This is an optimization exercise on Yosys and OpenROAD, whose aim is small area and a short achievable clock period, not a production implementation. Only simulation tests tie the RTL to the original design; equivalence was not proved. Power and IR drop assume default switching activity.

--- design/flow/flow/run.sh ---
#!/bin/bash
set -euo pipefail
bash standard.sh SETUP_SLACK_MARGIN=8 "BUFFER_PORTS_ARGS=-buffer_cell sky130_fd_sc_hd__buf_1" finish > standard.log 2>&1
--- design/flow/standard.sh ---
#!/bin/bash
# synth_recipe.tcl (not shown) runs the flow's synth.tcl, then flattens the netlist and writes it again
# the make line also repeats each setting of config.mk as NAME=value (left out here)
make -C /OpenROAD-flow-scripts/flow DESIGN_CONFIG=/design/flow/config.mk WORK_HOME=/design/flow/orfs CLKGATE_MAP_FILE= SYNTH_SCRIPT=/design/flow/synth_recipe.tcl "${@:-finish}"
--- design/flow/config.mk ---
export PLATFORM = sky130hd
export DESIGN_NAME = rab_top
export DESIGN_NICKNAME = rab_top
export VERILOG_FILES = /design/flow/design.v
export SDC_FILE = /design/flow/constraint.sdc
export NUM_CORES = 4
export LEC_CHECK = 0
export ABC_AREA = 1
export CAP_MARGIN = 20
export CORE_MARGIN = 2
export CORE_UTILIZATION = 40
export CTS_CLUSTER_DIAMETER = 60
export CTS_CLUSTER_SIZE = 25
export SETUP_SLACK_MARGIN = 5
export SLEW_MARGIN = 20
--- design/flow/constraint.sdc ---
create_clock -name core_clock -period 16.0 [get_ports {Clk_CI}]
set_input_delay 3.2000 -clock core_clock [delete_from_list [all_inputs] [get_ports {Clk_CI}]]
set_output_delay 3.2000 -clock core_clock [all_outputs]
set_load 0.01 [all_outputs]
--- design/flow/design.v ---
package rab_axi_pkg;
  localparam int ADDR_VIRT_WIDTH = 32;
  localparam int ADDR_PHYS_WIDTH = 40;
  localparam int USER_WIDTH      = 6;   
  localparam int SIZE_LSB_WIDTH  = 3;   
  localparam int LEN_WIDTH         = 8;
  localparam int SIZE_WIDTH        = 3;
  localparam int BURST_BYTES_WIDTH = 16;
  typedef logic [ADDR_VIRT_WIDTH-1:0] virt_addr_t;
  typedef logic [ADDR_PHYS_WIDTH-1:0] phys_addr_t;
  typedef struct packed {
    virt_addr_t            addr;
    logic [LEN_WIDTH-1:0]  len;    
    logic [SIZE_WIDTH-1:0] size;   
    logic                  rw;     
    logic [USER_WIDTH-1:0] ctrl;
  } axi_req_t;
  typedef struct packed {
    virt_addr_t  addr_min;     
    logic [2:0]  align_lo;     
    logic [14:0] bytes_m1;     
    logic        max_wraps;    
    logic        rw;
    logic        skip;         
  } burst_range_t;
endpackage
package rab_slice_pkg;
  localparam int N_SLICES       = 4;
  localparam int REGS_PER_SLICE = 4;
  localparam int CFG_ADDR_WIDTH = 4;
  localparam int CFG_DATA_WIDTH = 64;
  localparam int FIELD_WIDTH     = $clog2(REGS_PER_SLICE);
  localparam int SLICE_IDX_WIDTH = CFG_ADDR_WIDTH - FIELD_WIDTH;
  localparam int HIT_CNT_WIDTH   = $clog2(N_SLICES + 1);
  localparam logic [FIELD_WIDTH-1:0] REG_ADDR_START = 2'd0;
  localparam logic [FIELD_WIDTH-1:0] REG_ADDR_END   = 2'd1;
  localparam logic [FIELD_WIDTH-1:0] REG_OFFSET     = 2'd2;
  localparam logic [FIELD_WIDTH-1:0] REG_FLAGS      = 2'd3;
  typedef struct packed {
    logic en;
    logic rd_ok;
    logic wr_ok;
  } slice_flags_t;
  typedef struct packed {
    logic [31:0] addr_start;
    logic [31:0] addr_end;     
    logic [39:0] offset;     
    slice_flags_t            flags;
  } slice_entry_t;
  typedef struct packed {
    logic [CFG_ADDR_WIDTH-1:0] addr;
    logic [CFG_DATA_WIDTH-1:0] data;
  } cfg_write_t;
  typedef struct packed {
    logic [39:0] out_addr;
    logic                    hit;
    logic                    prot;
    logic                    multi;
  } lookup_t;
endpackage
import rab_axi_pkg::*;
module rab_burst_range (
  input  rab_axi_pkg::axi_req_t     req,
  output rab_axi_pkg::burst_range_t range
);
  logic [14:0] bytes_m1;
  logic [2:0]  low_keep;   
  logic [31:0] aligned;
  function automatic logic carry15(input logic [14:0] a, input logic [14:0] b);
    logic [15:0] g, p;
    g = {1'b0, a & b};
    p = {1'b1, a | b};
    for (int w = 1; w < 16; w = w * 2)
      for (int j = 0; j < 16; j = j + 2 * w)
      begin
        g[j] = g[j + w] | (p[j + w] & g[j]);
        p[j] = p[j + w] & p[j];
      end
    carry15 = g[0];
  endfunction
  always_comb
  begin
    bytes_m1 = (15'(req.len) << req.size) | ~(15'h7fff << req.size);
    case (req.size)
      3'd1:    low_keep = 3'b110;
      3'd2:    low_keep = 3'b100;
      3'd3:    low_keep = 3'b000;
      default: low_keep = 3'b111;
    endcase
    aligned = {req.addr[31:3], req.addr[2:0] & low_keep};
  end
  always_comb
  begin
    range.addr_min  = req.addr;
    range.align_lo  = aligned[2:0];
    range.bytes_m1  = bytes_m1;
    range.max_wraps = (&aligned[31:15]) & carry15(aligned[14:0], bytes_m1);
    range.rw        = req.rw;
    range.skip      = &req.ctrl;
  end
endmodule
import rab_axi_pkg::*;
import rab_slice_pkg::*;
module rab_slice_table (
  input  logic                      Clk_CI,
  input  logic                      Rst_RBI,
  input  logic                      cfg_wen,
  input  rab_slice_pkg::cfg_write_t cfg_wr,
  input  rab_axi_pkg::burst_range_t sel_range,
  output logic [N_SLICES-1:0]       slice_hit,
  output logic [N_SLICES-1:0]       slice_perm,   
  output logic [39:0]               off_sel,      
  output logic [31:0]               start_sel     
);
  logic [31:0]         start_q  [N_SLICES];
  logic [31:0]         end_q    [N_SLICES];
  logic [39:0]         offset_q [N_SLICES];
  logic [N_SLICES-1:0] start_wr_q, end_wr_q, offset_wr_q;
  logic [N_SLICES-1:0] en_q, rd_ok_q, wr_ok_q;
  logic [1:0] slice_sel;
  logic [1:0] field_sel;
  assign slice_sel = cfg_wr.addr[3:2];
  assign field_sel = cfg_wr.addr[1:0];
  always_ff @(posedge Clk_CI)
  begin
    for (int i = 0; i < N_SLICES; i++)
    begin
      if (cfg_wen && slice_sel == 2'(i) && field_sel == REG_ADDR_START)
        start_q[i] <= cfg_wr.data[31:0];
      if (cfg_wen && slice_sel == 2'(i) && field_sel == REG_ADDR_END)
        end_q[i] <= cfg_wr.data[31:0];
      if (cfg_wen && slice_sel == 2'(i) && field_sel == REG_OFFSET)
        offset_q[i] <= cfg_wr.data[39:0];
    end
  end
  always_ff @(posedge Clk_CI or negedge Rst_RBI)
  begin
    if (!Rst_RBI)
    begin
      start_wr_q  <= '0;
      end_wr_q    <= '0;
      offset_wr_q <= '0;
      en_q        <= '0;
      rd_ok_q     <= '0;
      wr_ok_q     <= '0;
    end
    else
    begin
      for (int i = 0; i < N_SLICES; i++)
      begin
        if (cfg_wen && slice_sel == 2'(i))
        begin
          case (field_sel)
            REG_ADDR_START: start_wr_q[i]  <= 1'b1;
            REG_ADDR_END:   end_wr_q[i]    <= 1'b1;
            REG_OFFSET:     offset_wr_q[i] <= 1'b1;
            default:
            begin
              en_q[i]    <= cfg_wr.data[0];
              rd_ok_q[i] <= cfg_wr.data[1];
              wr_ok_q[i] <= cfg_wr.data[2];
            end
          endcase
        end
      end
    end
  end
  function automatic logic max_le(input logic [31:0] e, input logic [31:0] x,
                                  input logic [31:0] y, input logic wraps);
    logic [31:0] s, k, t, g, p;
    logic        cout, u32, u33;
    s = e ^ ~x ^ ~y;
    k = (e & ~x) | (e & ~y) | (~x & ~y);
    t = {k[30:0], 1'b1};
    g = s & t;
    p = s | t;
    g[0] = g[0] | p[0];   
    for (int w = 1; w < 32; w = w * 2)
      for (int j = 0; j < 32; j = j + 2 * w)
      begin
        g[j] = g[j + w] | (p[j + w] & g[j]);
        p[j] = p[j + w] & p[j];
      end
    cout = g[0];
    u32 = k[31] ^ cout;
    u33 = k[31] & cout;
    max_le = wraps ? u32 : u33;
  endfunction
  function automatic logic le32(input logic [31:0] a, input logic [31:0] b);
    logic [31:0] gt, lt;
    gt = a & ~b;
    lt = ~a & b;
    for (int w = 1; w < 32; w = w * 2)
      for (int j = 0; j < 32; j = j + 2 * w)
      begin
        gt[j] = gt[j + w] | (~lt[j + w] & gt[j]);
        lt[j] = lt[j + w] | (~gt[j + w] & lt[j]);
      end
    le32 = !gt[0];
  endfunction
  logic [31:0] max_x, max_y;   
  logic        max_zero;       
  assign max_x = {sel_range.addr_min[31:3], sel_range.align_lo};
  assign max_y = 32'(sel_range.bytes_m1);
  assign max_zero = ~(max_x[0] ^ max_y[0])
                    & ((max_x[31:1] ^ max_y[31:1]) == (max_x[30:0] | max_y[30:0]));
  always_comb
  begin
    off_sel   = '0;
    start_sel = '0;
    for (int i = 0; i < N_SLICES; i++)
    begin
      slice_hit[i]  = en_q[i]
                      && (!start_wr_q[i] || le32(start_q[i], sel_range.addr_min))
                      && (end_wr_q[i] ? max_le(end_q[i], max_x, max_y, sel_range.max_wraps)
                                      : max_zero);
      slice_perm[i] = sel_range.rw ? wr_ok_q[i] : rd_ok_q[i];
      if (slice_hit[i] && !sel_range.skip)
      begin
        if (offset_wr_q[i]) off_sel   = off_sel   | offset_q[i];
        if (start_wr_q[i])  start_sel = start_sel | start_q[i];
      end
    end
  end
endmodule
import rab_axi_pkg::*;
module rab_port_ctrl (
  input  logic                      Clk_CI,
  input  logic                      Rst_RBI,
  input  logic                      port1_valid,
  input  logic                      port2_valid,
  input  logic                      port1_sent,
  input  logic                      port2_sent,
  input  logic                      sel_skip,
  input  logic [3:0]                slice_hit,
  input  logic [3:0]                slice_perm,
  input  logic [39:0]               off_sel,
  input  logic [31:0]               start_sel,
  input  logic [31:0]               sel_addr,
  output logic                      select_p1,
  output logic                      port1_accept,
  output logic                      port1_drop,
  output logic                      port2_accept,
  output logic                      port2_drop,
  output logic                      int_miss,
  output logic                      int_prot,
  output logic                      int_multi,
  output rab_axi_pkg::phys_addr_t   out_addr
);
  logic prio_p1_q;
  logic idle;
  logic decide;
  logic any_hit, multi_hit, perm_ok;
  logic dec_accept;
  assign idle      = ~(port1_accept | port2_accept | port1_drop | port2_drop);
  assign decide    = idle & (port1_valid | port2_valid);
  assign select_p1 = (prio_p1_q & port1_valid) | ~port2_valid;
  assign any_hit   = |slice_hit;
  assign multi_hit = (slice_hit[0] & (slice_hit[1] | slice_hit[2] | slice_hit[3]))
                   | (slice_hit[1] & (slice_hit[2] | slice_hit[3]))
                   | (slice_hit[2] & slice_hit[3]);
  assign perm_ok   = |(slice_hit & slice_perm);
  assign dec_accept = sel_skip | (any_hit & ~multi_hit & perm_ok);
  always_ff @(posedge Clk_CI or negedge Rst_RBI)
  begin
    if (!Rst_RBI)
    begin
      prio_p1_q    <= 1'b0;   
      port1_accept <= 1'b0;
      port2_accept <= 1'b0;
      port1_drop   <= 1'b0;
      port2_drop   <= 1'b0;
      int_miss     <= 1'b0;
      int_prot     <= 1'b0;
      int_multi    <= 1'b0;
    end
    else
    begin
      if (decide)
        prio_p1_q <= ~select_p1;
      port1_accept <= decide ? (dec_accept & select_p1)  : (port1_accept & ~port1_sent);
      port2_accept <= decide ? (dec_accept & ~select_p1) : (port2_accept & ~port2_sent);
      port1_drop   <= decide & ~dec_accept & select_p1;
      port2_drop   <= decide & ~dec_accept & ~select_p1;
      int_miss     <= decide & ~sel_skip & ~any_hit;
      int_prot     <= decide & ~sel_skip & any_hit & ~multi_hit & ~perm_ok;
      int_multi    <= decide & ~sel_skip & multi_hit;
    end
  end
  function automatic logic [39:0] add40(input logic [39:0] a, input logic [39:0] b);
    logic [39:0] g, p, cg, cp;
    g  = a & b;
    p  = a ^ b;
    cg = g;
    cp = p;
    for (int w = 1; w < 40; w = w * 2)
      for (int j = 39; j >= 0; j--)
        if ((j / w) % 2 == 1)
        begin
          cg[j] = cg[j] | (cp[j] & cg[(j / w) * w - 1]);
          cp[j] = cp[j] & cp[(j / w) * w - 1];
        end
    add40 = p ^ {cg[38:0], 1'b0};
  endfunction
  logic [39:0] off_q;
  logic [31:0] addr_q;
  logic [31:0] start_q;
  logic [39:0] csa_a, csa_b, csa_s, csa_k;
  always_ff @(posedge Clk_CI)
  begin
    if (idle)
    begin
      off_q   <= off_sel;
      addr_q  <= sel_addr;
      start_q <= start_sel;
    end
  end
  assign csa_a = {8'd0, addr_q};
  assign csa_b = ~{8'd0, start_q};
  assign csa_s = off_q ^ csa_a ^ csa_b;
  assign csa_k = (off_q & csa_a) | (off_q & csa_b) | (csa_a & csa_b);
  assign out_addr = add40(csa_s, {csa_k[38:0], 1'b1});
endmodule
import rab_axi_pkg::*;
import rab_slice_pkg::*;
module rab_core (
  input  logic                      Clk_CI,
  input  logic                      Rst_RBI,
  input  rab_axi_pkg::axi_req_t     port1_req,
  input  rab_axi_pkg::axi_req_t     port2_req,
  input  logic                      port1_valid,
  input  logic                      port2_valid,
  input  logic                      port1_sent,
  input  logic                      port2_sent,
  input  logic                      cfg_wen,
  input  rab_slice_pkg::cfg_write_t cfg_wr,
  output logic                      port1_accept,
  output logic                      port1_drop,
  output logic                      port2_accept,
  output logic                      port2_drop,
  output logic                      int_miss,
  output logic                      int_prot,
  output logic                      int_multi,
  output rab_axi_pkg::phys_addr_t   out_addr
);
  logic                      select_p1;
  rab_axi_pkg::burst_range_t port1_range;
  rab_axi_pkg::burst_range_t port2_range;
  rab_axi_pkg::burst_range_t sel_range;   
  logic [N_SLICES-1:0]       slice_hit;
  logic [N_SLICES-1:0]       slice_perm;
  logic [39:0]               off_sel;
  logic [31:0]               start_sel;
  rab_burst_range u_port1_range (
    .req   (port1_req),
    .range (port1_range)
  );
  rab_burst_range u_port2_range (
    .req   (port2_req),
    .range (port2_range)
  );
  assign sel_range = select_p1 ? port1_range : port2_range;
  rab_slice_table u_slice_table (
    .Clk_CI     (Clk_CI),
    .Rst_RBI    (Rst_RBI),
    .cfg_wen    (cfg_wen),
    .cfg_wr     (cfg_wr),
    .sel_range  (sel_range),
    .slice_hit  (slice_hit),
    .slice_perm (slice_perm),
    .off_sel    (off_sel),
    .start_sel  (start_sel)
  );
  rab_port_ctrl u_port_ctrl (
    .Clk_CI       (Clk_CI),
    .Rst_RBI      (Rst_RBI),
    .port1_valid  (port1_valid),
    .port2_valid  (port2_valid),
    .port1_sent   (port1_sent),
    .port2_sent   (port2_sent),
    .sel_skip     (sel_range.skip),
    .slice_hit    (slice_hit),
    .slice_perm   (slice_perm),
    .off_sel      (off_sel),
    .start_sel    (start_sel),
    .sel_addr     (sel_range.addr_min),
    .select_p1    (select_p1),
    .port1_accept (port1_accept),
    .port1_drop   (port1_drop),
    .port2_accept (port2_accept),
    .port2_drop   (port2_drop),
    .int_miss     (int_miss),
    .int_prot     (int_prot),
    .int_multi    (int_multi),
    .out_addr     (out_addr)
  );
endmodule
module rab_top (
  input  logic        Clk_CI,
  input  logic        Rst_RBI,
  input  logic [31:0] port1_addr,
  input  logic [7:0]  port1_len,
  input  logic [2:0]  port1_size,
  input  logic        port1_rw,
  input  logic [5:0]  port1_ctrl,
  input  logic [31:0] port2_addr,
  input  logic [7:0]  port2_len,
  input  logic [2:0]  port2_size,
  input  logic        port2_rw,
  input  logic [5:0]  port2_ctrl,
  input  logic        port1_valid,
  input  logic        port2_valid,
  input  logic        port1_sent,
  input  logic        port2_sent,
  input  logic        cfg_wen,
  input  logic [3:0]  cfg_addr,
  input  logic [63:0] cfg_data,
  output logic        port1_accept,
  output logic        port1_drop,
  output logic        port2_accept,
  output logic        port2_drop,
  output logic        int_miss,
  output logic        int_prot,
  output logic        int_multi,
  output logic [39:0] out_addr
);
  rab_axi_pkg::axi_req_t     port1_req;
  rab_axi_pkg::axi_req_t     port2_req;
  rab_slice_pkg::cfg_write_t cfg_wr;
  assign port1_req.addr = port1_addr;
  assign port1_req.len  = port1_len;
  assign port1_req.size = port1_size;
  assign port1_req.rw   = port1_rw;
  assign port1_req.ctrl = port1_ctrl;
  assign port2_req.addr = port2_addr;
  assign port2_req.len  = port2_len;
  assign port2_req.size = port2_size;
  assign port2_req.rw   = port2_rw;
  assign port2_req.ctrl = port2_ctrl;
  assign cfg_wr.addr    = cfg_addr;
  assign cfg_wr.data    = cfg_data;
  rab_core u_core (
    .Clk_CI       (Clk_CI),
    .Rst_RBI      (Rst_RBI),
    .port1_req    (port1_req),
    .port2_req    (port2_req),
    .port1_valid  (port1_valid),
    .port2_valid  (port2_valid),
    .port1_sent   (port1_sent),
    .port2_sent   (port2_sent),
    .cfg_wen      (cfg_wen),
    .cfg_wr       (cfg_wr),
    .port1_accept (port1_accept),
    .port1_drop   (port1_drop),
    .port2_accept (port2_accept),
    .port2_drop   (port2_drop),
    .int_miss     (int_miss),
    .int_prot     (int_prot),
    .int_multi    (int_multi),
    .out_addr     (out_addr)
  );
endmodule
==> results.toml, run 1 <==
[routing]
finalWirelength_mm = 90.0
ant_nets = 0
dr_wl_met2_mm = 41.2
top_layer_used = "met5"
met1_length_mm = 40.2
drc = 0
wl_per_cell_um = 19.4
via_per_inst = 5.15
drtIter0Drc = 2109
dr.pass1.iters = 6
vias = 23927
wl_met3_mm = 5.79

[floorplanning]
dieArea_um2 = 80900
core_area_um2 = 77600
die_y_um = 284
die_w_um = 284
initial_utilization = 0.405
num_rows = 102
io_pins = 222

[global_routing]
grt.overflow.total = 0
grt_usage = 0.221
grt_pass1_vias = 22738
grt_start_max_net_pins = 55
antenna_found_initial = 6
grt_pass1_wl_mm = 135

[finish]
final_common_cell = "nand2_1"
drive_above_1_share = 0.0690
fillers = 7443
fin_nets = 3963
area_growth_pct = 14.2
layout_common_cells = "900 x nand2_1, 533 x inv_1, 520 x edfxtp_1"
fin_area_um2 = 35900

[placed_design]
dp_hpwl_mm = 64.0
dpl_cell_area_um2 = 33500
io_buffers = 197
place.gp.congestion = 0.924

[logic_synthesis]
ys_seq_area_frac = 0.522
ys_ff_latch = 552
yosys_warnings = 6
synth_area_um2 = 31400
synth_enable_flop_cells = 520
synth_flop_cell = "edfxtp_1"
synthCells = 3318
async_reset_ff_frac = 0.0580
syn_nets = 3711
synth_cell_type_count = 62
syn_area_per_cell_um2 = 9.48

[worst_hold_path]
min_path_type = "flop to flop"
hold_path_depth = 2
min_from = "u_core.u_slice_table.en_q[0]"
hold_end = "u_core.u_slice_table.en_q[0]"

[sta]
setup_viol = 0
slew_viol_final = 0
whs_ns = 0.491
skew_ns = 0.0409
min_period_over_period = 0.486
slew_headroom = 0.249
hold_viol_final = 0
rsz0062_at_grt = "no"
timing.fmax_mhz = 129
tns_ns = 0
post-route-min-period_ns = 7.77
worst_pin_slew_ns = 1.13

[critical_path]
cpPeakStageDelay_ns = 0.54
cp.required_ns = 16.43
worst-path-max-fanout = 37
start_kind = "input pin"
reg2reg_slack_ns = 10.60
crit_buf_inv = 7
r2r-end = "u_core.u_port_ctrl.start_q[14]"
rr_worst_depth = 27
worstPathArrival_ns = 8.20
critPathKind = "input pin to flop"
cp-end-kind = "flop"
cp_slowest_cell = "fa_1"
crit_family = "simple AND/OR/NAND/NOR gates"
r2r_start = "u_core.u_port_ctrl.prio_p1_q"
crit_path_frequent_cell = "nand2_1"

[clock_tree]
cts_sinks = 552
cts.clk_slew.worst_paths_ns = 0.09
htreeDepth = 2
postCtsHoldBufs = 0
clockBufferDepth = 3
cts_inserted_buffers = 47
cts-root-buf = "clkbuf_16"
cts_tree = "done"
clkLatencyLatePin_ns = 0.62

[flow_run]
drv_cap = 0

[run_status]
status = "finished clean"

[pwr]
vdd_drop_max_v = 0.000152
cellLeakagePower_nw = 15.2
powerDensity_nw_per_um2 = 170
==> repair_timing <==
action,CTS,global route
setup endpoints to repair,99,90
buffers inserted,16,8
pin swaps,11,6
gates resized for setup,42,24
cloned,5,0
==> worst reg2reg max path: cells and delay by family, from the launching register on <==
kind            cells  cell delay [ns]
buf+inv             6             1.31
simple gates       12             1.70
fa+ha+maj           2             0.72
flops               1             0.37
compound gates      7             1.13
==> Yosys cell counts, types with 7 or more instances <==
| cell | count | area [um2] |
|---|---|---|
| fa_1 | 94 | 1880 |
| o2111ai_1 | 26 | 228 |
| o21ai_1 | 26 | 130 |
| nand2_1 | 904 | 3390 |
| o21ai_2 | 12 | 105 |
| o21bai_1 | 27 | 203 |
| nand4_1 | 65 | 407 |
| nor2_1 | 209 | 785 |
| a21oi_1 | 87 | 435 |
| ha_1 | 124 | 1550 |
| buf_4 | 9 | 67.6 |
| o22ai_1 | 23 | 144 |
| o221ai_1 | 10 | 87.6 |
| nor3_1 | 22 | 110 |
| nor4_1 | 7 | 43.8 |
| nand3_1 | 211 | 1060 |
| o21ai_0 | 163 | 816 |
| or2_2 | 9 | 56.3 |
| xnor2_1 | 11 | 96.3 |
| dfrtp_1 | 32 | 801 |
| a22oi_1 | 24 | 180 |
| buf_2 | 32 | 160 |
| a31oi_1 | 10 | 62.6 |
| a21boi_1 | 7 | 52.6 |
| clkbuf_1 | 7 | 26.3 |
| xor2_1 | 28 | 245 |
| edfxtp_1 | 520 | 15600 |
| inv_1 | 537 | 2020 |
| inv_2 | 10 | 37.5 |
==> state kept, by name (all words and copies together) (netlist names), 32 cells and up <==
| name | cells |
|---|---|
| u_core.u_port_ctrl.addr_q | 32 |
| u_core.u_port_ctrl.off_q | 40 |
| u_core.u_port_ctrl.start_q | 32 |
| u_core.u_slice_table.end_q | 128 |
| u_core.u_slice_table.offset_q | 160 |
| u_core.u_slice_table.start_q | 128 |
==> through the flow <==
step	worst slack, ns	instances	util	total power [mW]
2_1_floorplan	8.47	3318	-	3.76
3_3_place_gp	5.63	4528	0.431	4.68
3_5_place_dp	5.51	4529	0.432	4.71
4_1_cts	8.00	4636	0.460	6.16
5_1_grt	8.00	4647	0.463	6.60
6_report	8.23	4649	0.463	6.12
==> report_power, final <==
part / internal (mW) / total [mW] / switching, mW
Combinational: 1.05 / 2.96 / 1.90
Sequential: 1.80 / 1.87 / 0.0682
Clock: 0.659 / 1.29 / 0.632
==> cell type report <==
type                       instances  area (um2)  area share
sequential                       552       16400       0.457
multi-input combinational       2166       12900       0.360
inverter                         548        2070      0.0576
timing repair buffer             255        1440      0.0402
tap                             1040        1300      0.0362
clock buffer                      52        1240      0.0345
clock inverter                    34         510      0.0142
antenna                            2        5.00    0.000139
==> per-layer routing <==
layer / track usage / vias up
li1: - / 11633
met1: 0.305 / 11422
met2: 0.360 / 715
met3: 0.0329 / 147
met4: 0.0664 / 10
met5: 0 / -
==> worst max-delay path by stage <==
stage                                 from                             end  cells past startpoint
6_report                       port1_valid  u_core.u_port_ctrl.start_q[14]                     28
5_1_grt                        port1_valid  u_core.u_port_ctrl.start_q[14]                     28
4_1_cts        u_core.u_port_ctrl.off_q[0]                    out_addr[39]                     25
3_5_place_dp                   port1_valid  u_core.u_port_ctrl.start_q[10]                     25
3_3_place_gp                   port1_valid  u_core.u_port_ctrl.start_q[10]                     25
2_1_floorplan                  port1_valid    u_core.u_port_ctrl.off_q[38]                     28
==> cell families after synthesis <==
logic type	after synthesis	share of synthesized area
AOI/OAI and AO/OA	454	0.0891
buffers and inverters	604	0.0764
adders and majority gates	218	0.109
and+or+nand+nor	1450	0.192
xor gates and xnor gates	39	0.0109
muxes	1	0.000318
DFF	552	0.522
==> inputs of run 2 (changes only) <==
--- a/design/flow/design.v
+++ b/design/flow/design.v
@@ -112,8 +112,8 @@
   output logic [39:0]               off_sel,      
   output logic [31:0]               start_sel     
 );
-  logic [31:0]         start_q  [N_SLICES];
-  logic [31:0]         end_q    [N_SLICES];
+  logic [31:0]         start_n_q [N_SLICES];
+  logic [31:0]         end_n_q   [N_SLICES];
   logic [39:0]         offset_q [N_SLICES];
   logic [N_SLICES-1:0] start_wr_q, end_wr_q, offset_wr_q;
   logic [N_SLICES-1:0] en_q, rd_ok_q, wr_ok_q;
@@ -126,9 +126,9 @@
     for (int i = 0; i < N_SLICES; i++)
     begin
       if (cfg_wen && slice_sel == 2'(i) && field_sel == REG_ADDR_START)
-        start_q[i] <= cfg_wr.data[31:0];
+        start_n_q[i] <= ~cfg_wr.data[31:0];
       if (cfg_wen && slice_sel == 2'(i) && field_sel == REG_ADDR_END)
-        end_q[i] <= cfg_wr.data[31:0];
+        end_n_q[i] <= ~cfg_wr.data[31:0];
       if (cfg_wen && slice_sel == 2'(i) && field_sel == REG_OFFSET)
         offset_q[i] <= cfg_wr.data[39:0];
     end
@@ -165,12 +165,12 @@
       end
     end
   end
-  function automatic logic max_le(input logic [31:0] e, input logic [31:0] x,
+  function automatic logic max_le(input logic [31:0] e_n, input logic [31:0] x,
                                   input logic [31:0] y, input logic wraps);
     logic [31:0] s, k, t, g, p;
     logic        cout, u32, u33;
-    s = e ^ ~x ^ ~y;
-    k = (e & ~x) | (e & ~y) | (~x & ~y);
+    s = ~(e_n ^ x ^ y);                             
+    k = ~((e_n & x) | (e_n & y) | (x & y));         
     t = {k[30:0], 1'b1};
     g = s & t;
     p = s | t;
@@ -186,17 +186,18 @@
     u33 = k[31] & cout;
     max_le = wraps ? u32 : u33;
   endfunction
-  function automatic logic le32(input logic [31:0] a, input logic [31:0] b);
-    logic [31:0] gt, lt;
-    gt = a & ~b;
-    lt = ~a & b;
+  function automatic logic start_le(input logic [31:0] s_n, input logic [31:0] a);
+    logic [31:0] g, p;
+    g = a & s_n;
+    p = a | s_n;
+    g[0] = g[0] | p[0];   
     for (int w = 1; w < 32; w = w * 2)
       for (int j = 0; j < 32; j = j + 2 * w)
       begin
-        gt[j] = gt[j + w] | (~lt[j + w] & gt[j]);
-        lt[j] = lt[j + w] | (~gt[j + w] & lt[j]);
+        g[j] = g[j + w] | (p[j + w] & g[j]);
+        p[j] = p[j + w] & p[j];
       end
-    le32 = !gt[0];
+    start_le = g[0];
   endfunction
   logic [31:0] max_x, max_y;   
   logic        max_zero;       
@@ -211,14 +212,14 @@
     for (int i = 0; i < N_SLICES; i++)
     begin
       slice_hit[i]  = en_q[i]
-                      && (!start_wr_q[i] || le32(start_q[i], sel_range.addr_min))
-                      && (end_wr_q[i] ? max_le(end_q[i], max_x, max_y, sel_range.max_wraps)
+                      && (!start_wr_q[i] || start_le(start_n_q[i], sel_range.addr_min))
+                      && (end_wr_q[i] ? max_le(end_n_q[i], max_x, max_y, sel_range.max_wraps)
                                       : max_zero);
       slice_perm[i] = sel_range.rw ? wr_ok_q[i] : rd_ok_q[i];
       if (slice_hit[i] && !sel_range.skip)
       begin
         if (offset_wr_q[i]) off_sel   = off_sel   | offset_q[i];
-        if (start_wr_q[i])  start_sel = start_sel | start_q[i];
+        if (start_wr_q[i])  start_sel = start_sel | ~start_n_q[i];
       end
     end
   end
@@ -294,17 +295,22 @@
     cg = g;
     cp = p;
     for (int w = 1; w < 40; w = w * 2)
-      for (int j = 39; j >= 0; j--)
-        if ((j / w) % 2 == 1)
-        begin
-          cg[j] = cg[j] | (cp[j] & cg[(j / w) * w - 1]);
-          cp[j] = cp[j] & cp[(j / w) * w - 1];
-        end
+      for (int j = 2 * w - 1; j < 40; j = j + 2 * w)
+      begin
+        cg[j] = cg[j] | (cp[j] & cg[j - w]);
+        cp[j] = cp[j] & cp[j - w];
+      end
+    for (int w = 16; w >= 1; w = w / 2)
+      for (int j = 3 * w - 1; j < 40; j = j + 2 * w)
+      begin
+        cg[j] = cg[j] | (cp[j] & cg[j - w]);
+        cp[j] = cp[j] & cp[j - w];
+      end
     add40 = p ^ {cg[38:0], 1'b0};
   endfunction
   logic [39:0] off_q;
   logic [31:0] addr_q;
-  logic [31:0] start_q;
+  logic [31:0] start_n_q;   
   logic [39:0] csa_a, csa_b, csa_s, csa_k;
   always_ff @(posedge Clk_CI)
   begin
@@ -312,11 +318,11 @@
     begin
       off_q   <= off_sel;
       addr_q  <= sel_addr;
-      start_q <= start_sel;
+      start_n_q <= ~start_sel;
     end
   end
   assign csa_a = {8'd0, addr_q};
-  assign csa_b = ~{8'd0, start_q};
+  assign csa_b = {8'hff, start_n_q};
   assign csa_s = off_q ^ csa_a ^ csa_b;
   assign csa_k = (off_q & csa_a) | (off_q & csa_b) | (csa_a & csa_b);
   assign out_addr = add40(csa_s, {csa_k[38:0], 1'b1});
--- a/design/flow/config.mk
+++ b/design/flow/config.mk
@@ -8,8 +8,9 @@
 export ABC_AREA = 1
 export CAP_MARGIN = 20
 export CORE_MARGIN = 2
-export CORE_UTILIZATION = 40
+export CORE_UTILIZATION = 55
 export CTS_CLUSTER_DIAMETER = 60
 export CTS_CLUSTER_SIZE = 25
+export PLACE_DENSITY = 0.75
 export SETUP_SLACK_MARGIN = 5
 export SLEW_MARGIN = 20
==> results.toml, run 2 <==
[routing]
wl_per_cell_um = 20.5
drc = 0
drtIter0Drc = 1870
top_layer_used = "met5"
dr.pass1.iters = 7
via_per_inst = 5.80
wl_met3_mm = 4.74
dr_wl_met2_mm = 40.5
finalWirelength_mm = 79.4
met1_length_mm = 30.7
vias = 22409
ant_nets = 0

[sta]
skew_ns = 0.0435
rsz0062_at_grt = "yes"
post-route-min-period_ns = 7.76
hold_viol_final = 0
timing.fmax_mhz = 129
min_period_over_period = 0.485
worst_pin_slew_ns = 0.908
slew_viol_final = 0
slew_headroom = 0.395
setup_viol = 0
tns_ns = 0
fin_ws_ns = 8.24

[logic_synthesis]
synth_cell_type_count = 59
syn_nets = 3334
synth_fa_ha_area_frac = 0.127
ys_seq_area_frac = 0.541
synthSimpleGateAreaFrac = 0.162
yosys_warnings = 6
ys_top_cells_by_area = "edfxtp_1 51%, nand2_1 7.6%, fa_1 6.9%"
synthCells = 2914
synth_area_leader_cell = "edfxtp_1"
yosys.area.top_type_share = 0.514
synth_xor_area_frac = 0.00923
async_reset_ff_frac = 0.0580
synth_top_family_by_area = "simple AND/OR/NAND/NOR gates"
synth_flop_cell = "edfxtp_1"
muxShareOfSynthArea = 0
synth.most_common_cell = "nand2_1"
ys_ff_latch = 552
synth_enable_flop_cells = 520
synth_common_cells = "611 x nand2_1, 520 x edfxtp_1, 367 x inv_1"
syn_area_per_cell_um2 = 10.4
synth_area_um2 = 30400
synth_compound_area_frac = 0.102

[global_routing]
grt_pass1_wl_mm = 121
grt_pass1_vias = 22328
antenna_found_initial = 4
grt_usage = 0.279
grt_start_max_net_pins = 58
grt.overflow.total = 0

[critical_path]
cp.required_ns = 16.34
cp-end-kind = "flop"
worst-path-max-fanout = 57
worstPathArrival_ns = 8.10
r2r-end = "u_core.u_port_ctrl.start_n_q[28]"
crit_path_frequent_cell = "nand2_1"
r2r_start = "u_core.u_port_ctrl.prio_p1_q"
cp_slowest_cell = "fa_1"
critPathKind = "input pin to flop"
reg2reg_slack_ns = 10.60
cpPeakStageDelay_ns = 0.48
rr_worst_depth = 24
crit_buf_inv = 5
start_kind = "input pin"
crit_family = "simple AND/OR/NAND/NOR gates"

[floorplanning]
dieArea_um2 = 57100
num_rows = 86
die_w_um = 239
core_area_um2 = 54900
io_pins = 222
die_y_um = 239
initial_utilization = 0.553

[clock_tree]
cts.clk_slew.worst_paths_ns = 0.09
cts-root-buf = "clkbuf_16"
clockBufferDepth = 3
postCtsHoldBufs = 0
htreeDepth = 2
clkLatencyLatePin_ns = 0.60
cts_sinks = 552
cts_tree = "done"
cts_inserted_buffers = 38

[pwr]
vdd_drop_max_v = 0.000313
powerDensity_nw_per_um2 = 180
cellLeakagePower_nw = 13.6

[finish]
fin_cells = 3863
drive_above_1_share = 0.0665
largest_register = "u_core.u_slice_table.offset_q"
fin_nets = 3549
final_common_cell = "nand2_1"
fillers = 4418
layout_common_cells = "611 x nand2_1, 520 x edfxtp_1, 365 x inv_1"
area_growth_pct = 10.4
largest_reg_flops = 160
reg_top3 = "u_core.u_slice_table.offset_q: 160 flops, u_core.u_slice_table.end_n_q: 128 flops, u_core.u_slice_table.start_n_q: 128 flops"

[placed_design]
place.gp.congestion = 0.936
io_buffers = 197
post-place-ws_ns = 6.77
dp_hpwl_mm = 58.5
dp.cells = 3779

[worst_hold_path]
hold_end = "u_core.u_slice_table.rd_ok_q[1]"
min_from = "u_core.u_slice_table.rd_ok_q[1]"
hold_path_depth = 2
min_path_type = "flop to flop"

[flow_run]
drv_cap = 0

[run_status]
status = "finished clean"
run 2: worst min-delay path, cell delays in order (launching register included):
cell	delay [ns]
dfrtp_1	0.35
nand2_1	0.05
o21ai_0	0.06
run 2: cells by family after synthesis:
| kind of cell | Yosys count |
|---|---|
| AO/OA/AOI/OAI | 498 |
| AND/OR/NAND/NOR | 1144 |
| buffers and inverters | 443 |
| flip-flops | 552 |
| adder cells (fa/ha/maj) | 245 |
| XOR/XNOR | 32 |
run 2: cell type report:
cell class              instances  area (um2)  share of cell area
clock inverters                29         357              0.0106
inverters                     387        1470              0.0437
repair buffers                227        1050              0.0313
multi-input cells            1923       12400               0.370
diodes                          2        5.00            0.000149
clock buffers                  39         955              0.0285
well taps                     704         881              0.0263
flip-flops and latches        552       16400               0.490
run 2: stage by stage:
step                       util  hold WS, ns  total power [mW]  instance area [um2]
after floorplan               -        0.437              3.96                30400
after global placement    0.581        0.471              4.81                31900
after detailed placement  0.581        0.474              4.94                31900
after CTS                 0.606        0.490              6.03                33300
after global routing      0.611        0.520              6.47                33500
final                     0.611        0.490              6.04                33500
run 2: worst max-delay path by stage:
stage / start / endpoint / slack [ns] / cells after the start
3_3_place_gp: port2_size[1] / u_core.u_port_ctrl.start_n_q[1] / 6.97 / 23
3_5_place_dp: port2_size[1] / u_core.u_port_ctrl.start_n_q[1] / 6.77 / 23
4_1_cts: port1_valid / u_core.u_port_ctrl.off_q[18] / 8.01 / 26
6_report: port1_valid / u_core.u_port_ctrl.start_n_q[28] / 8.24 / 25
2_1_floorplan: port1_valid / u_core.u_port_ctrl.off_q[11] / 8.79 / 25
5_1_grt: port2_size[2] / u_core.u_port_ctrl.off_q[18] / 7.93 / 29
run 2: where the power goes:
group / internal [mW] / switching [mW] / leakage [nW]
Clock: 0.502 / 0.550 / 0.641
Sequential: 1.85 / 0.108 / 5.14
Combinational: 1.07 / 1.97 / 7.77
Total: 3.42 / 2.63 / 13.6
run 2: layer usage:
metal  track usage  up-vias
met5             0        -
met2         0.499      840
met3        0.0358      200
met4         0.114        4
met1         0.343    10778
li1              -    10587
run 2: repair_timing:
| item | in CTS | in global routing |
|---|---|---|
| gates cloned | 4 | 0 |
| hold endpoints to repair | 0 | 0 |
| gates resized for setup | 11 | 25 |
| buffers inserted | 0 | 8 |
| setup endpoints to repair | 79 | 85 |
| pin swaps | 5 | 5 |
==> inputs of run 3 (changes only) <==
==> design/flow/run.sh (new file) <==
#!/bin/bash
# synth_recipe.tcl (not shown) runs the flow's synth.tcl, then flattens the netlist and writes it again
# the make line also repeats each setting of config.mk as NAME=value (left out here)
make -C /OpenROAD-flow-scripts/flow DESIGN_CONFIG=/design/flow/config.mk WORK_HOME=/design/flow/orfs CLKGATE_MAP_FILE= SYNTH_SCRIPT=/design/flow/synth_recipe.tcl finish
removed: design/flow/flow/run.sh
removed: design/flow/standard.sh
==> results.toml, run 3 <==
[routing]
ant_nets = 0
drc = 0
via_per_inst = 5.81
drtIter0Drc = 1800
finalWirelength_mm = 79.6
wl_per_cell_um = 20.6
dr.pass1.iters = 6
vias = 22394

[sta]
rsz0062_at_grt = "no"
worst_pin_slew_ns = 1.06
timing.fmax_mhz = 111
slew_viol_final = 0
skew_ns = 0.0376
slew_headroom = 0.288
min_period_over_period = 0.565
tns_ns = 0
hold_viol_final = 0
post-route-min-period_ns = 9.04
whs_ns = 0.506
setup_viol = 0

[logic_synthesis]
synth_common_cells = "611 x nand2_1, 520 x edfxtp_1, 367 x inv_1"
syn_nets = 3334
yosys.area.top_type_share = 0.514
synthCells = 2914
synth.most_common_cell = "nand2_1"
synth_cell_type_count = 59
async_reset_ff_frac = 0.0580
ys_seq_area_frac = 0.541
synth_enable_flop_cells = 520
synth_area_leader_cell = "edfxtp_1"
syn_area_per_cell_um2 = 10.4
synth_flop_cell = "edfxtp_1"
yosys_warnings = 6
ys_ff_latch = 552
synth_area_um2 = 30400
ys_top_cells_by_area = "edfxtp_1 51%, nand2_1 7.6%, fa_1 6.9%"

[pwr]
cellLeakagePower_nw = 14.1
powerDensity_nw_per_um2 = 190
finalPower_mw = 6.59
vdd_drop_max_v = 0.000559

[floorplanning]
num_rows = 86
dieArea_um2 = 57100
die_w_um = 239
io_pins = 222
core_area_um2 = 54900
die_y_um = 239
initial_utilization = 0.553

[critical_path]
cpPeakStageDelay_ns = 0.90
r2r-end = "u_core.u_port_ctrl.off_q[9]"
cp_slowest_cell = "o21ai_0"
cp.required_ns = 16.35
crit_end = "u_core.u_port_ctrl.start_n_q[0]"
path_cells = "clkdlybuf4s50_1 > inv_1 > nand3_1 > nand3_1 > o21ai_0 > inv_1 > fa_1 > inv_1 > nand2_1 > o21ai_0 > o221ai_1 > nand2_1 > o211ai_1 > a31oi_1 > o21ai_0 > ha_1 > nand2_1 > nand3_1 > nand2_2 > inv_2 > nand3_2 > o22ai_1 > nor3_1"
cp-end-kind = "flop"
reg2reg_slack_ns = 9.77
worstSetupStartpoint = "port2_size[1]"
r2r_start = "u_core.u_port_ctrl.prio_p1_q"
rr_worst_depth = 24
start_kind = "input pin"
worstPathArrival_ns = 9.39
critPathKind = "input pin to flop"
worst-path-max-fanout = 32

[clock_tree]
cts-root-buf = "clkbuf_16"
postCtsHoldBufs = 0
cts_tree = "done"
cts.clk_slew.worst_paths_ns = 0.09
htreeDepth = 2
clockBufferDepth = 3
postCtsSetupRepairBufs = 0
cts_sinks = 552
clkLatencyLatePin_ns = 0.61
cts_resized = 0
cts_inserted_buffers = 42

[global_routing]
grt_start_max_net_pins = 58
top_usage_layer = "met2"
grtUsageMet1 = 0.344
met2_usage = 0.501
use_met3 = 0.0348
grt_pass1_wl_mm = 122
grt_usage = 0.281
grt.overflow.total = 0
grt_pass1_vias = 22587
antenna_found_initial = 0

[finish]
multiInputGateArea_um2 = 12200
layout_common_cells = "611 x nand2_1, 520 x edfxtp_1, 367 x inv_1"
fin_nets = 3542
final_common_cell = "nand2_1"
drive_above_1_share = 0.0600
register_area_um2 = 16400
n_antenna_cell = 0
area_growth_pct = 14.0
largest_register = "u_core.u_slice_table.offset_q"
largest_reg_flops = 160
reg_top3 = "u_core.u_slice_table.offset_q: 160 flops, u_core.u_slice_table.end_n_q: 128 flops, u_core.u_slice_table.start_n_q: 128 flops"
fillers = 4311

[placed_design]
dp_hpwl_mm = 58.8
place.gp.congestion = 0.928
io_buffers = 197

[flow_run]
drv_cap = 0

[worst_hold_path]
min_path_type = "flop to flop"

[run_status]
status = "finished clean"
[run 3: cell counts after synthesis]
Identical to the previous run, type by type.
[run 3: worst min-delay path by stage]
stage | endpoint | from | cells past startpoint | slack, ns
floorplan | u_core.u_slice_table.offset_wr_q[0] | u_core.u_slice_table.offset_wr_q[0] | 2 | 0.44
global placement | u_core.u_slice_table.rd_ok_q[1] | u_core.u_slice_table.rd_ok_q[1] | 2 | 0.47
detailed placement | u_core.u_slice_table.rd_ok_q[1] | u_core.u_slice_table.rd_ok_q[1] | 2 | 0.49
CTS | u_core.u_slice_table.wr_ok_q[0] | u_core.u_slice_table.wr_ok_q[0] | 2 | 0.51
global route | u_core.u_slice_table.offset_wr_q[3] | u_core.u_slice_table.offset_wr_q[3] | 2 | 0.53
finish | u_core.u_slice_table.offset_wr_q[2] | u_core.u_slice_table.offset_wr_q[2] | 2 | 0.51
[run 3: kinds of logic (layout without fill, tap and decap cells)]
family | count (synthesis) | count (layout) | synth area share
AND/OR/NAND/NOR | 1144 | 1144 | 0.162
flip-flops | 552 | 552 | 0.541
AO/OA/AOI/OAI | 498 | 498 | 0.102
buffers and inverters | 443 | 681 | 0.0594
adder cells (fa/ha/maj) | 245 | 245 | 0.127
XOR/XNOR | 32 | 32 | 0.00923
[run 3: metal layers]
metal,vias to the layer above,routed length [um]
met2,844,40400
met1,10808,31300
met4,0,3170
met3,184,4750
li1,10558,-
met5,-,0
[run 3: cell type report]
class                      count  share of cell area
timing repair buffer         220              0.0623
inverter                     387              0.0421
clock inverter                29              0.0109
sequential                   552               0.474
clock buffer                  45              0.0313
multi-input combinational   1919               0.354
tap                          704              0.0255
[run 3: power breakdown]
group          switching [mW]  internal [mW]  leakage (nW)
Combinational            1.92           1.60          8.22
Sequential              0.106           1.85          5.14
Clock                   0.581          0.547         0.707
[run 3: critical path, delay by kind of cell]
family,cells,cell delay [ns]
buffers and inverters,5,1.40
and+or+nand+nor,9,1.62
AOI/OAI and AO/OA,7,2.29
adders and majority gates,2,0.82
[run 3: per-stage QoR]
stage / utilization / std cells / instance area (um2) / setup slack [ns]
2_1_floorplan: - / 2914 / 30400 / 7.79
3_3_place_gp: 0.604 / 3781 / 33100 / 6.56
3_5_place_dp: 0.604 / 3781 / 33100 / 6.48
4_1_cts: 0.630 / 3855 / 34600 / 7.07
5_1_grt: 0.631 / 3856 / 34600 / 6.59
6_report: 0.631 / 3856 / 34600 / 6.96
==> inputs of run 4 (changes only) <==
==> design/flow/flow/run.sh (new file) <==
#!/bin/bash
set -euo pipefail
bash standard.sh SETUP_SLACK_MARGIN=8.5 "BUFFER_PORTS_ARGS=-buffer_cell sky130_fd_sc_hd__buf_1" finish > standard.log 2>&1
==> design/flow/standard.sh (new file) <==
#!/bin/bash
# synth_recipe.tcl (not shown) runs the flow's synth.tcl, then flattens the netlist and writes it again
# the make line also repeats each setting of config.mk as NAME=value (left out here)
make -C /OpenROAD-flow-scripts/flow DESIGN_CONFIG=/design/flow/config.mk WORK_HOME=/design/flow/orfs CLKGATE_MAP_FILE= SYNTH_SCRIPT=/design/flow/synth_recipe.tcl "${@:-finish}"
removed: design/flow/run.sh
==> results.toml, run 4 <==
[floorplanning]
core_area_um2 = 54900
io_pins = 222
initial_utilization = 0.553
die_w_um = 239
num_rows = 86
dieArea_um2 = 57100
die_y_um = 239

[critical_path]
crit_cells = 17
worst-path-max-fanout = 3
cp.required_ns = 12.80
critPathKind = "flop to primary output"
start_kind = "flop"
worstPathArrival_ns = 4.18
cpPeakStageDelay_ns = 0.59
rr_worst_depth = 21
cp_slowest_cell = "fa_1"
crit_path_frequent_cell = "nand2_2"
path_cells = "fa_1 > ha_4 > a21o_1 > a221oi_2 > nand2_1 > nand2_1 > nand2_2 > a21o_4 > a21oi_4 > o21ai_4 > a21o_4 > nand2_2 > nand2_2 > a31oi_4 > fa_1 > inv_1 > buf_2"
crit_family = "compound AO/OA/AOI/OAI gates"
crit_buf_inv = 2
cp-end-kind = "primary output"

[sta]
skew_ns = 0.0461
slew_headroom = 0.403
timing.fmax_mhz = 136
rsz0062_at_grt = "yes"
setup_viol = 0
whs_ns = 0.487
fin_ws_ns = 8.62
worst_pin_slew_ns = 0.888
min_period_over_period = 0.461
hold_viol_final = 0
post-route-min-period_ns = 7.38
tns_ns = 0
slew_viol_final = 0

[logic_synthesis]
synth.most_common_cell = "nand2_1"
syn_area_per_cell_um2 = 10.4
synth_enable_flop_cells = 520
synth_cell_type_count = 59
synth_flop_cell = "edfxtp_1"
yosys.area.top_type_share = 0.514
synth_area_um2 = 30400
ys_seq_area_frac = 0.541
synth_area_leader_cell = "edfxtp_1"
synth_common_cells = "611 x nand2_1, 520 x edfxtp_1, 367 x inv_1"
synthCells = 2914
ys_top_cells_by_area = "edfxtp_1 51%, nand2_1 7.6%, fa_1 6.9%"
async_reset_ff_frac = 0.0580
yosys_warnings = 6
syn_nets = 3334
ys_ff_latch = 552

[routing]
ant_nets = 0
dr.pass1.iters = 8
wl_per_cell_um = 20.9
finalWirelength_mm = 81.8
drc = 0
via_per_inst = 5.81
drtIter0Drc = 2034
vias = 22777

[clock_tree]
clkLatencyLatePin_ns = 0.60
cts_sinks = 552
htreeDepth = 2
clockBufferDepth = 3
cts.clk_slew.worst_paths_ns = 0.09
cts_inserted_buffers = 38
cts-root-buf = "clkbuf_16"
cts_tree = "done"

[finish]
area_growth_pct = 12.8
layout_common_cells = "604 x nand2_1, 520 x edfxtp_1, 352 x inv_1"
fin_cells = 3917
fin_area_um2 = 34300
largest_reg_flops = 160
fin_nets = 3602
reg_top3 = "u_core.u_slice_table.offset_q: 160 flops, u_core.u_slice_table.end_n_q: 128 flops, u_core.u_slice_table.start_n_q: 128 flops"
drive_above_1_share = 0.0928
largest_register = "u_core.u_slice_table.offset_q"
post-route-util = 0.624
final_common_cell = "nand2_1"

[pwr]
clkPwrFrac = 0.167
switching_share = 0.432
seqPwrFrac = 0.311
cellLeakagePower_nw = 13.8
p_sw_mw = 2.72
pwr-share-comb = 0.522
vdd_drop_max_v = 0.000311
finalPower_mw = 6.30
intPower_mw = 3.58
powerDensity_nw_per_um2 = 184

[global_routing]
antenna_found_initial = 4
grt_usage = 0.284
grt_pass1_wl_mm = 123
grt_start_max_net_pins = 58
grt.overflow.total = 0
grt_pass1_vias = 22512

[placed_design]
dp.cells = 3779
place.gp.congestion = 0.936
io_buffers = 197
dpl_cell_area_um2 = 31900
dp_hpwl_mm = 58.5
post-place-ws_ns = 6.77

[worst_hold_path]
min_path_type = "flop to flop"
hold_path_depth = 2

[flow_run]
drv_cap = 0

[run_status]
status = "finished clean"
run 4: changes by cell type in the layout (fill, tap and decap cells not counted), sizes merged:
| cell | delta |
|---|---|
| buf | +245 |
| clkdlybuf4s50 | -197 |
| inv | -9 |
| clkinvlp | +7 |
| nor2 | +4 |
| diode | +3 |
| nand3 | +3 |
| clkinv | +2 |
| bufinv | +1 |
| clkbuf | +1 |
| nand2 | +1 |
run 4: cells by family (layout without fill, tap and decap cells):
family / after synthesis / in the layout / share of synthesized area
flip-flops: 552 / 552 / 0.541
AND/OR/NAND/NOR: 1144 / 1152 / 0.162
AO/OA/AOI/OAI: 498 / 498 / 0.102
XOR/XNOR: 32 / 32 / 0.00923
adder cells (fa/ha/maj): 245 / 245 / 0.127
other: 0 / 3 / 0
buffers and inverters: 443 / 731 / 0.0594
run 4: final cells by class:
class,count,area (um2)
Antenna cell,3,7.51
Clock buffer,39,955
Clock inverter,29,357
Fill cell,4358,20600
Inverter,387,1500
Multi-Input combinational cell,1927,12600
Sequential cell,552,16400
Tap cell,704,881
Timing Repair Buffer,275,1510
Timing Repair inverter,1,5.00
run 4: timing repair:
action	in CTS	in global routing
buffers inserted	13	42
gates resized for setup	51	58
endpoints found under the hold margin	0	0
hold buffers	0	0
pin swaps	21	24
gates cloned	7	3
setup endpoints to repair	95	89
run 4: routing by layer:
metal / track usage / share of wire / vias up
met2: 0.502 / 0.51 / 893
li1: - / - / 10692
met4: 0.120 / 0.038 / 2
met3: 0.0376 / 0.063 / 179
met1: 0.350 / 0.39 / 11011
met5: 0 / 0.00018 / -
run 4: tightest hold or removal path: stages (launching register included):
cell and delay [ns]:
dfrtp_1 0.34, nand2_1 0.05, o21ai_0 0.06
run 4: final timing paths:
kind	from	end	slack (ns)
max in group asynchronous	Rst_RBI	u_core.u_slice_table.en_q[0]	12.69
worst min register to register	u_core.u_slice_table.rd_ok_q[1]	u_core.u_slice_table.rd_ok_q[1]	0.49
worst min-delay path	u_core.u_slice_table.rd_ok_q[1]	u_core.u_slice_table.rd_ok_q[1]	0.49
worst max-delay path	u_core.u_port_ctrl.addr_q[5]	out_addr[38]	8.62
min in group asynchronous	Rst_RBI	u_core.u_port_ctrl.port2_accept	2.71
worst max register to register	u_core.u_port_ctrl.prio_p1_q	u_core.u_port_ctrl.off_q[20]	10.96
run 4: power groups by stage:
| stage | clock network (mW) | registers [mW] | logic [mW] |
|---|---|---|---|
| after detailed placement | 0 | 1.99 | 2.95 |
| after global routing | 1.11 | 1.98 | 3.63 |
| after global placement | 0 | 1.98 | 2.83 |
| final | 1.05 | 1.96 | 3.29 |
| after floorplan | 0 | 1.97 | 1.99 |
| after CTS | 1.06 | 1.96 | 3.18 |

afterwards: timing with drivers on the ports:
No port has a modelled driver above. Below, the same layouts with a new extraction and two added sets of constraints.
Step 1, drivers: a clkbuf_16 drives Clk_CI and a buf_2 each remaining input, both assumed.
Step 2, shift: input delay + t, output delay - t, t = (earliest + latest rising clock arrival at the registers) / 2. This alone moves slack from input paths to output paths.
a / b / c = ideal ports / drivers / drivers and shift; a / b = the first two.
run	t, ns	slack for setup (ns)	hold WS [ns]	worst data-port slew with drivers (ns)	cell pins on the clock port's net
run 1	0.662	8.228 / 8.219 / 7.598	0.491 / 0.491 / 0.491	0.11	1
run 2	0.632	8.240 / 8.226 / 7.639	0.490 / 0.490 / 0.490	0.11	1
run 3	0.653	6.958 / 6.994 / 6.341	0.506 / 0.506 / 0.506	0.07	1
run 4	0.637	8.621 / 8.565 / 8.034	0.487 / 0.487 / 0.487	0.11	1
After both steps every run listed still meets setup and hold. For run 1, which loses most, drivers alone change the setup slack by -0.009 ns; drivers and shift together by -0.630 ns.
